This is an optimization exercise on Yosys and OpenROAD, whose aim is small area, a short achievable clock period and few clock cycles, not a production implementation. Only simulation tests tie the RTL to the original design; equivalence was not proved. No activity file was given, so power comes from the tool's default toggle rates.

--- design.v ---
`timescale 1ns / 1ps
package vrt_pkg;
  localparam logic [31:0] DIST_MAX = 32'hFFFF_FFFF;
  localparam logic [1:0] AXIS_X = 2'd0;
  localparam logic [1:0] AXIS_Y = 2'd1;
  localparam logic [1:0] AXIS_Z = 2'd2;
endpackage
`timescale 1ns / 1ps
module vrt_div (
  input  logic        clk_i,
  input  logic        load_i,
  input  logic        run_i,
  input  logic [15:0] rem_i,
  input  logic [30:0] quo_i,
  input  logic [15:0] den_i,      
  output logic [30:0] quo_o
);
  logic [15:0] rem_q, x, nxt;
  logic [16:0] sum;
  logic [30:0] quo_q;
  logic add;
  always_comb begin
    x   = {rem_q[14:0], quo_q[30]};
    add = rem_q[15] ^ den_i[15];
    sum = {x, 1'b1} + {den_i ^ {16{!add}}, !add};
    nxt = sum[16:1];
  end
  always_ff @(posedge clk_i) begin
    rem_q <= load_i ? rem_i : nxt;
    if (load_i) begin
      quo_q <= quo_i;
    end else if (run_i) begin
      quo_q <= {quo_q[29:0], !nxt[15]};
    end
  end
  assign quo_o = quo_q;
endmodule
`timescale 1ns / 1ps
module voxel_ray_traversal_top #(
  parameter int MAX_STEPS        = 64,
  parameter int ORIGIN_FRAC_BITS = 8,
  parameter int DIR_FRAC_BITS    = 14
) (
  input  logic               clk_i,
  input  logic               rst_ni,
  input  logic               in_valid_i,
  output logic               in_ready_o,
  input  logic signed [23:0] origin_x_i,
  input  logic signed [23:0] origin_y_i,
  input  logic signed [23:0] origin_z_i,
  input  logic signed [15:0] dir_x_i,
  input  logic signed [15:0] dir_y_i,
  input  logic signed [15:0] dir_z_i,
  input  logic [6:0]         step_count_i,
  output logic               out_valid_o,
  input  logic               out_ready_i,
  output logic signed [15:0] voxel_x_o,
  output logic signed [15:0] voxel_y_o,
  output logic signed [15:0] voxel_z_o,
  output logic [1:0]         normal_axis_o,
  output logic               normal_negative_o,
  output logic [6:0]         step_index_o,
  output logic               last_o
);
  logic        s_idle_q, s_prep_q, s_run_q, s_done_q, s_wait_q;
  logic [6:0]  d_cnt7_q;          
  logic [15:0] den_q [3];         
  logic [15:0] vo_q [3];          
  logic [7:0]  lo_q [3];          
  logic        neg_q [3];         
  logic        zero_q [3];        
  logic [4:0]  it_q [3];          
  logic [30:0] qmax [3];
  logic [30:0] qdel [3];
  logic [6:0]  d_n;
  logic        take, first_step, accept, run_end;
  assign in_ready_o = s_idle_q;
  assign accept     = s_idle_q && in_valid_i;
  assign d_n        = (d_cnt7_q > 7'(MAX_STEPS)) ? 7'(MAX_STEPS) : d_cnt7_q;
  logic [8:0]  face [3];
  logic [15:0] vinit [3];
  logic [4:0]  skip [3];
  logic [46:0] shm [3];
  logic [46:0] shd [3];
  logic        it_end [3];
  always_comb begin
    run_end = 1'b1;
    for (int a = 0; a < 3; a++) begin
      logic [7:0]  g;
      logic [14:0] dm;
      logic        c, dz, dp, osign;
      osign = vo_q[a][15];
      dz    = (den_q[a] == 16'd0);
      dp    = !den_q[a][15] && !dz;
      g = {!lo_q[a][7], lo_q[a][6:0]};
      if (g == 8'd0) begin
        face[a] = (osign != dp) ? 9'd256 : 9'd0;
      end else begin
        face[a] = dp ? 9'd256 - {1'b0, g} : {1'b0, g};
      end
      c = osign ? (lo_q[a][7] && (lo_q[a][6:0] != 7'd0)) : lo_q[a][7];
      vinit[a] = vo_q[a] + 16'(c);
      dm = den_q[a][14:0] ^ {15{den_q[a][15]}};
      skip[a] = 5'd0;
      for (int b = 1; b < 15; b++) begin
        if (dm[b]) skip[a] = 5'(b);
      end
      shm[a] = {16'd0, face[a], 22'd0} << skip[a][3:0];
      shd[a] = {16'd0, 1'b1, 30'd0} << skip[a][3:0];
      it_end[a] = (it_q[a] <= 5'd1);
      run_end = run_end && it_end[a];
    end
  end
  logic [23:0] org_in [3];
  logic [15:0] dir_in [3];
  assign org_in[0] = origin_x_i;
  assign org_in[1] = origin_y_i;
  assign org_in[2] = origin_z_i;
  assign dir_in[0] = dir_x_i;
  assign dir_in[1] = dir_y_i;
  assign dir_in[2] = dir_z_i;
  always_ff @(posedge clk_i) begin
    if (s_idle_q) begin
      d_cnt7_q <= step_count_i;
      for (int a = 0; a < 3; a++) begin
        den_q[a] <= dir_in[a];
        vo_q[a]  <= org_in[a][23:8];
      end
    end else if (s_prep_q) begin
      for (int a = 0; a < 3; a++) begin
        vo_q[a]   <= vinit[a];
        zero_q[a] <= (den_q[a] == 16'd0);
        neg_q[a]  <= den_q[a][15] || (den_q[a] == 16'd0);
      end
    end
    for (int a = 0; a < 3; a++) begin
      lo_q[a] <= org_in[a][7:0];
    end
    for (int a = 0; a < 3; a++) begin
      if (s_prep_q) begin
        it_q[a] <= (den_q[a] == 16'd0) ? 5'd0 : 5'd31 - skip[a];
      end else if (it_q[a] != 5'd0) begin
        it_q[a] <= it_q[a] - 5'd1;
      end
    end
  end
  for (genvar a = 0; a < 3; a++) begin : g_div
    logic run_a;
    assign run_a = s_run_q && (it_q[a] != 5'd0);
    vrt_div u_max (
      .clk_i (clk_i),
      .load_i(s_prep_q),
      .run_i (run_a),
      .rem_i (shm[a][46:31]),
      .quo_i (shm[a][30:0]),
      .den_i (den_q[a]),
      .quo_o (qmax[a])
    );
    vrt_div u_del (
      .clk_i (clk_i),
      .load_i(s_prep_q),
      .run_i (run_a),
      .rem_i (shd[a][46:31]),
      .quo_i (shd[a][30:0]),
      .den_i (den_q[a]),
      .quo_o (qdel[a])
    );
  end
  logic        w_act_q, w_first_q;
  logic [6:0]  w_cnt_q;
  logic        w_neg_q [3];
  logic [32:0] tmax_q [3];
  logic [30:0] tdel_q [3];
  logic        out_valid_q;
  logic        step, w_end, last_now;
  logic [6:0]  k_now;
  logic        lt_xy, lt_xz, lt_yz;
  logic        sel [3];
  logic [32:0] tsum [3];
  logic [32:0] tnext [3];
  logic [15:0] vbase [3];
  logic [15:0] vstay [3];
  logic [15:0] vmove [3];
  logic [15:0] vnew [3];
  logic [1:0]  ax;
  function automatic logic sat_lt(input logic [32:0] a, input logic [32:0] b);
    if (a[32]) begin
      sat_lt = 1'b0;
    end else if (b[32]) begin
      sat_lt = (a[31:0] != 32'hFFFF_FFFF);
    end else begin
      sat_lt = (a[31:0] < b[31:0]);
    end
  endfunction
  always_comb begin
    step       = w_act_q && (!out_valid_q || out_ready_i);
    first_step = step && w_first_q;
    k_now      = w_first_q ? 7'd1 : step_index_o + 7'd1;
    last_now   = (k_now == w_cnt_q);
    w_end      = step && last_now;
    take       = s_done_q && (!w_act_q || w_end);
    lt_xy  = sat_lt(tmax_q[0], tmax_q[1]);
    lt_xz  = sat_lt(tmax_q[0], tmax_q[2]);
    lt_yz  = sat_lt(tmax_q[1], tmax_q[2]);
    sel[0] = lt_xy && lt_xz;
    sel[1] = !lt_xy && lt_yz;
    sel[2] = !sel[0] && !sel[1];
    ax     = sel[0] ? vrt_pkg::AXIS_X : sel[1] ? vrt_pkg::AXIS_Y : vrt_pkg::AXIS_Z;
    vbase[0] = voxel_x_o;
    vbase[1] = voxel_y_o;
    vbase[2] = voxel_z_o;
    for (int a = 0; a < 3; a++) begin
      tsum[a]  = {1'b0, tmax_q[a][31:0]} + {2'b00, tdel_q[a]};
      tnext[a] = {tmax_q[a][32] || tsum[a][32], tsum[a][31:0]};
      vstay[a] = w_first_q ? vo_q[a] : vbase[a];
      vmove[a] = w_neg_q[a] ? vstay[a] - 16'd1 : vstay[a] + 16'd1;
      vnew[a]  = sel[a] ? vmove[a] : vstay[a];
    end
  end
  always_ff @(posedge clk_i) begin
    if (take) begin
      w_cnt_q <= d_n;
      for (int a = 0; a < 3; a++) begin
        w_neg_q[a] <= neg_q[a];
        tmax_q[a]  <= {zero_q[a], 1'b0, qmax[a]};
        tdel_q[a]  <= qdel[a];
      end
    end else if (step) begin
      for (int a = 0; a < 3; a++) begin
        if (sel[a]) tmax_q[a] <= tnext[a];
      end
    end
    if (take) begin
      w_first_q <= 1'b1;
    end else if (step) begin
      w_first_q <= 1'b0;
    end
    if (step) begin
      voxel_x_o         <= vnew[0];
      voxel_y_o         <= vnew[1];
      voxel_z_o         <= vnew[2];
      normal_axis_o     <= ax;
      normal_negative_o <= !(sel[0] ? w_neg_q[0] : sel[1] ? w_neg_q[1] : w_neg_q[2]);
      step_index_o      <= k_now;
      last_o            <= last_now;
    end
  end
  always_ff @(posedge clk_i or negedge rst_ni) begin
    if (!rst_ni) begin
      s_idle_q    <= 1'b1;
      s_prep_q    <= 1'b0;
      s_run_q     <= 1'b0;
      s_done_q    <= 1'b0;
      s_wait_q    <= 1'b0;
      w_act_q     <= 1'b0;
      out_valid_q <= 1'b0;
    end else begin
      if (accept) begin
        s_idle_q <= 1'b0;
        s_prep_q <= 1'b1;
      end
      if (s_prep_q) begin
        s_prep_q <= 1'b0;
        if (d_n == 7'd0) begin
          s_idle_q <= 1'b1;
        end else begin
          s_run_q <= 1'b1;
        end
      end
      if (s_run_q && run_end) begin
        s_run_q  <= 1'b0;
        s_done_q <= 1'b1;
      end
      if (take) begin
        s_done_q <= 1'b0;
        s_wait_q <= 1'b1;
      end
      if (first_step) begin
        s_wait_q <= 1'b0;
        s_idle_q <= 1'b1;
      end
      if (take) begin
        w_act_q <= 1'b1;
      end else if (w_end) begin
        w_act_q <= 1'b0;
      end
      if (step) begin
        out_valid_q <= 1'b1;
      end else if (out_ready_i) begin
        out_valid_q <= 1'b0;
      end
    end
  end
  assign out_valid_o = out_valid_q;
endmodule
--- run.sh ---
#!/bin/bash
# synth_recipe.tcl (not shown) runs the flow's synth.tcl, then flattens the netlist and writes it again
# the make line also repeats each setting of config.mk as NAME=value (left out here)
make -C /OpenROAD-flow-scripts/flow DESIGN_CONFIG=/design/flow/config.mk WORK_HOME=/design/flow/orfs CLKGATE_MAP_FILE= SYNTH_SCRIPT=/design/flow/synth_recipe.tcl finish
--- config.mk ---
export PLATFORM = sky130hd
export DESIGN_NAME = voxel_ray_traversal_top
export DESIGN_NICKNAME = voxel_ray_traversal_top
export VERILOG_FILES = /design/flow/design.v
export SDC_FILE = /design/flow/constraint.sdc
export NUM_CORES = 4
export LEC_CHECK = 0
export CAP_MARGIN = 20
export CORE_MARGIN = 2
export CORE_UTILIZATION = 60
export SETUP_SLACK_MARGIN = 4.5
export SLEW_MARGIN = 20
--- constraint.sdc ---
create_clock -name core_clock -period 8.0 [get_ports {clk_i}]
set_input_delay 1.6000 -clock core_clock [delete_from_list [all_inputs] [get_ports {clk_i}]]
set_output_delay 1.6000 -clock core_clock [all_outputs]
set_load 0.01 [all_outputs]
==> notes.md, run 1 <==
drt first pass iters=6; VDD IR max=0.1730 mV; Setup crit start kind=flip-flop; Nets=4,779; Core Rows=97; Synth Warn #=52; H-Tree Depth=3; Tmin final=roughly 3.5 ns; Netlist Area Pre-Place=42,780 sq um; IO Count=roughly 190; Tot Pwr=between 7 and 8 mW; layout cells sized above 1=0.1015; Cell variety after synth=102; cell accounting for the most synthesized area=edfxtp_1; critical path arrival=slightly below 4 ns; Layout Skew=0.03008 ns; status=finished clean; total global-route track usage=0.2950; average wire per standard cell=21.02 microns; clock sinks=698; clk root buf=clkbuf_16; Leak=around 19 nW; Num CTS Buffers=just under 80; capturing point of the worst reg2reg path=tmax_q[1][30]; core area=70,270 sq um; final hold vios=0; Clock Latency Late Sink=about 0.63 ns; reg2reg start=tmax_q[2][11]; Area contributors post-synth=edfxtp_1, ha_1, dfxtp_1, xnor2_1, xor2_1; Worst-path clk slew=around 0.06 ns; Slew HR=0.2884; final worst setup slack=4.509 ns; CP max FO=8; Synth Register Bits=698; main flop type after synthesis=edfxtp_1; Syn Area/Cell=10.48 sq um; final worst path period share=0.4363; Post-synth EDFFs=568; DR iter-0 viols=2,830; Slew Viols, Final=0; CP endpoint=tmax_q[1][30]; die width=~270 microns; grt ovf=0; initial antenna violation count=3; area share of the largest cell type after synthesis=0.3987; Req. time, crit path=approximately 8.5 ns; Die ar.=between 70,000 and 80,000 sq um; total vias in the final route=32,330; Critical Path Source=tmax_q[2][11]; flop2flop setup slack=4.51 ns; first-pass GRT wire length=roughly 170,000 microns; crit path kind=reg2reg; pre-CTS WS=3.064 ns; Post-Route WL=111,600 microns; crit path capture type=flip-flop; max_cap viols=0; Worst Reg-to-Reg Cells=13; drt via density=about 6.1; largest net degree at the start of global routing=roughly 180; Final Wtd Congestion=0.9223; hold_buf cts=0; register area share after synthesis=0.4603; hpwl dp=around 75,000 microns; Antenna Nets Post-Route=0; Synth async-reset ratio=0.008596; Hold Crit Class=reg2reg; Setup TNS Final=0 ns; Initial Utilization=0.6088; CTS tree=done; most instantiated library cell after synthesis=edfxtp_1; die span in y=271.0 microns; Synth top cells by count=edfxtp_1, ha_1, nand2_1, o21ai_0, xnor2_1; slew of the pin with the lowest slew margin=1.064 ns; Pwr Density=153.7 nW/um^2; Port Buffers=roughly 190; Post-Syn Nets=between 4,000 and 5,000; CTS Buffer Depth=3; Final Setup Violations=0; Cells after Synth=4,081; drc violations=0; vias in the first global route=30,720; Max Freq=286.5 MHz; RSZ-0062 raised after global routing=yes; area growth from synthesis to layout=15.95%
==> critical path: stages, from the launching register on <==
cell      delay (ns)
edfxtp_1        0.39
inv_1           0.16
ha_1            0.27
and2_1          0.16
a221oi_1        0.61
a21oi_1         0.21
nand2_1         0.17
a31oi_4         0.06
nor3_4          0.24
buf_12          0.15
nand2_4         0.11
or2_4           0.32
or4_1           0.40
nand3_1         0.09
==> worst min path at each step <==
stage,from,to,slack (ns),depth (start not counted)
floorplan,neg_q[0],w_neg_q[0],0.40,0
global placement,neg_q[1],w_neg_q[1],0.40,0
detailed placement,neg_q[0],w_neg_q[0],0.41,0
CTS,g_div[2].u_del.quo_q[5],tdel_q[2][5],0.42,0
global route,g_div[2].u_del.quo_q[5],tdel_q[2][5],0.43,0
finish,neg_q[1],w_neg_q[1],0.42,0
==> per-stage QoR <==
step	hold slack [ns]	cell area, sq um	utilization	std cells
2_1_floorplan	0.4003	42920	-	4081
3_3_place_gp	0.4005	45540	0.6481	5073
3_5_place_dp	0.4080	45540	0.6481	5073
4_1_cts	0.4176	48820	0.6947	5261
5_1_grt	0.4312	49600	0.7058	5306
6_report	0.4216	49600	0.7059	5308
==> where the power goes <==
part / switching, mW / total [mW] / internal (mW)
Sequential: 0.00842 / 3.89 / 3.88
Clock: 1.52 / 3.61 / 2.09
Combinational: 0.0458 / 0.122 / 0.0760
==> layout by cell type (no fill, tap or decap), drive strengths merged, types with 156 or more instances in the layout <==
| cell type | Yosys | routed |
|---|---|---|
| edfxtp | 568 | 568 |
| ha | 340 | 340 |
| nand2 | 294 | 294 |
| o21ai | 254 | 254 |
| xnor2 | 239 | 239 |
| a21oi | 235 | 235 |
| nor2 | 222 | 223 |
| nor2b | 194 | 194 |
| clkdlybuf4s50 | 0 | 190 |
| inv | 169 | 168 |
| xor2 | 156 | 156 |
==> logic make-up after synthesis <==
kind of cell	Yosys count	synth area share
xor+xnor	395	0.08157
simple gates	1149	0.1369
mux	92	0.02357
buf+inv	332	0.03100
fa+ha+maj	346	0.1023
compound gates	1069	0.1644
flops	698	0.4603
==> sequential cells by signal (all words and copies together), names as in the netlist, 2 cells and up <==
register / count
voxel_x_o: 16
d_cnt7_q: 7
step_index_o: 7
g_div.u_del.rem_q: 48
g_div.u_max.quo_q: 93
voxel_y_o: 16
zero_q: 3
w_cnt_q: 7
tdel_q: 93
den_q: 48
vo_q: 48
tmax_q: 99
voxel_z_o: 16
w_neg_q: 3
it_q: 15
normal_axis_o: 2
g_div.u_max.rem_q: 48
lo_q: 24
neg_q: 3
g_div.u_del.quo_q: 93
==> metal layers <==
layer	global-route usage	wire, microns	vias up	share of wire
met2	0.4672	51100	989	0.46
met1	0.4152	49920	15530	0.45
met5	0	0	-	0
li1	-	-	15610	-
met4	0.1021	3805	0	0.034
met3	0.04322	6734	198	0.060
==> cell type report <==
| cell class | instances | area [sq um] |
|---|---|---|
| multi-input cells | 3055 | 22450 |
| inverters | 169 | 643.1 |
| repair buffers | 300 | 3082 |
| clock inverters | 48 | 460.4 |
| flip-flops and latches | 698 | 19700 |
| clock buffers | 94 | 2085 |
| diodes | 4 | 10.01 |
| fillers | 5267 | 20670 |
| well taps | 940 | 1176 |
==> timing repair <==
action,CTS,global route
resized for setup,54,82
pin swaps,8,30
gates cloned,6,5
endpoints found under the setup margin,351,363
buffers inserted,40,38
hold endpoints to repair,0,0
Testbench counts, summed over its fixed seeds: cycles 44,253.
==> inputs of run 2 (changes only) <==
--- a/config.mk
+++ b/config.mk
@@ -7,6 +7,6 @@
 export LEC_CHECK = 0
 export CAP_MARGIN = 20
 export CORE_MARGIN = 2
-export CORE_UTILIZATION = 60
+export CORE_UTILIZATION = 40
 export SETUP_SLACK_MARGIN = 4.5
 export SLEW_MARGIN = 20
==> notes.md, run 2 <==
most instantiated library cell after synthesis=edfxtp_1; Pwr Density=around 150 nW/um^2; status=finished clean; Worst-path clk slew=0.06 ns; Max Freq=279.8 MHz; Slew HR=0.3529; core area=105,700 sq um; Netlist Area Pre-Place=42,780 sq um; die width=331.0 microns; commonest non-fill, non-tap cell in the layout=edfxtp_1; max_cap viols=0; register area share after synthesis=0.4603; main flop type after synthesis=edfxtp_1; number of flip-flops in the largest register=99; layout cells sized above 1=0.1002; Port Buffers=191; critical path arrival=~4.0 ns; Initial Utilization=0.4047; Tmin final=3.574 ns; Post-Route WL=116,300 microns; Synth Warn #=52; clk root buf=clkbuf_16; DR iter-0 viols=2,628; total vias in the final route=32,080; vias in the first global route=31,030; Num CTS Buffers=81; Setup crit start kind=flip-flop; Syn Area/Cell=10.48 sq um; grt ovf=0; Synth async-reset ratio=0.008596; initial antenna violation count=4; FF+latch area=just under 20,000 sq um; Req. time, crit path=between 8 and 9 ns; Leak=about 19 nW; hpwl dp=~80,000 microns; Antenna Nets Post-Route=0; Cell variety after synth=102; area share of the largest cell type after synthesis=0.3987; drt via density=between 5 and 6; largest net degree at the start of global routing=153; RSZ-0062 raised after global routing=yes; clock sinks=698; Area contributors post-synth=edfxtp_1, ha_1, dfxtp_1, xnor2_1, xor2_1; total global-route track usage=0.2066; area growth from synthesis to layout=17.12%; Post-synth EDFFs=568; CP max FO=29; Cells after Synth=approximately 4,100; Core Rows=119; slew of the pin with the lowest slew margin=about 0.97 ns; Slew Viols, Final=0; # fillers=between 9,000 and 10,000; Final Setup Violations=0; Layout Skew=roughly 0.035 ns; crit path kind=reg2reg; multi-input logic area=22,440 sq um; cell accounting for the most synthesized area=edfxtp_1; CTS tree=done; first-pass GRT wire length=178,200 microns; Setup TNS Final=0 ns; VDD IR max=approximately 0.13 mV; Die ar.=109,600 sq um; Hold WS=0.4356 ns; Post-Syn Nets=approximately 4,600; H-Tree Depth=3; most frequent cells in the layout=edfxtp_1, ha_1, nand2_1; CTS Buffer Depth=3; Nets=about 4,800; die span in y=between 300 and 400 microns; final worst path period share=0.4467; IO Count=192; average wire per standard cell=between 20 and 25 microns; drt first pass iters=7; drc violations=0; Hold Crit Class=reg2reg; Top reg by flops=tmax_q; crit path capture type=flip-flop; hold_buf cts=0; Clock Latency Late Sink=0.67 ns; Final Wtd Congestion=between 0.8 and 0.9; final hold vios=0; Synth top cells by count=edfxtp_1, ha_1, nand2_1, o21ai_0, xnor2_1; Synth Register Bits=698
## run 2: changes by cell type in the layout (fill, tap and decap cells not counted), moves of 3 or more
cell | before | now
clkbuf_1 | 11 | 26
o21ai_1 | 33 | 38
a31oi_1 | 27 | 30
buf_4 | 84 | 74
diode_2 | 4 | 1
clkinvlp_4 | 10 | 6
o21ai_0 | 214 | 211
clkinv_1 | 18 | 9
## run 2: final cells by class
cell class                      instances  share of cell area
Sequential cell                       698              0.3933
Timing Repair Buffer                  287             0.05834
Clock buffer                          115             0.04528
Multi-Input combinational cell       3056              0.4478
Tap cell                             1391             0.03474
Timing Repair inverter                  1           0.0001249
Clock inverter                         36            0.007367
Inverter                              169             0.01301
Antenna cell                            1          0.00004995
## run 2: per-stage QoR
stage          worst slack (ns)  cell area [sq um]  cells  total power, mW    util
2_1_floorplan             3.264              42920   4081            4.002       -
3_3_place_gp              3.647              46120   5527            4.084  0.4363
3_5_place_dp              3.590              46120   5527            4.085  0.4363
4_1_cts                   4.502              49370   5712            7.812  0.4670
5_1_grt                   4.327              50100   5754            7.950  0.4740
6_report                  4.426              50100   5754            7.731  0.4740
## run 2: cells by family after synthesis
group	after synthesis	share of synthesized area
muxes	92	0.02357
and+or+nand+nor	1149	0.1369
adders and majority gates	346	0.1023
xor gates and xnor gates	395	0.08157
AOI/OAI and AO/OA	1069	0.1644
DFF	698	0.4603
buffers and inverters	332	0.03100
## run 2: critical path: stages, from the launching register on
cell,delay (ns)
edfxtp_1,0.49
ha_1,0.36
nand4_1,0.12
nor4_2,0.32
a21oi_2,0.13
o32a_1,0.38
o21a_4,0.25
buf_12,0.17
nor2_2,0.44
buf_8,0.28
mux2_2,0.36
## run 2: path summary, 6_finish.rpt
check	startpoint	endpoint	slack, ns	cells past startpoint
setup reg to reg	tmax_q[0][14]	voxel_z_o[8]	4.43	10
min in group asynchronous	rst_ni	s_run_q	1.19	1
hold reg to reg	g_div[2].u_del.quo_q[3]	tdel_q[2][3]	0.44	0
setup / recovery	tmax_q[0][14]	voxel_z_o[8]	4.43	10
hold / removal	g_div[2].u_del.quo_q[3]	tdel_q[2][3]	0.44	0
max in group asynchronous	rst_ni	s_idle_q	6.52	1
## run 2: timing repair
item	CTS	global route
setup endpoints to repair	337	280
pin swaps	9	18
gates resized for setup	48	85
gates cloned	9	3
buffers inserted	25	38
## run 2: power by group
| group | internal (mW) | leakage (nW) | switching [mW] | total [mW] |
|---|---|---|---|---|
| logic | 0.0759 | 11.4 | 0.0444 | 0.120 |
| registers | 3.88 | 5.98 | 0.00885 | 3.89 |
| clock network | 2.15 | 1.27 | 1.56 | 3.72 |
## run 2: metal layers
metal,vias to the layer above,GRT usage,share of wire
li1,15580,-,-
met1,15450,0.2874,0.46
met2,845,0.3304,0.46
met3,199,0.02759,0.050
met4,2,0.07344,0.032
met5,-,0,0.00011

[port drivers added, routing unchanged]
How much do the figures lean on ideal ports? The routed layouts below were timed once more, with nothing changed but the port constraints.
Step 1, drivers: a clkbuf_16 drives clk_i and a buf_2 each remaining input, both assumed.
Step 2 adds t to the input delays and takes it off the output delays; t is the mean of the earliest and latest rising clock arrival at the registers after step 1. Input paths then give back, and output paths get back, about the clock's delay inside the block.
Three values: no drivers, after step 1, after step 2; two values: the first two.
run | t (ns) | slack for setup (ns) | cell pins on the clock port's net
run 1 | 0.685 | 4.509 / 4.509 / 3.966 | 1
run 2 | 0.717 | 4.426 / 4.426 / 4.155 | 1
After both steps every run listed still meets setup and hold. The setup slack of run 1, which loses most, moves by 0.000 ns with the drivers and by -0.543 ns with both steps.
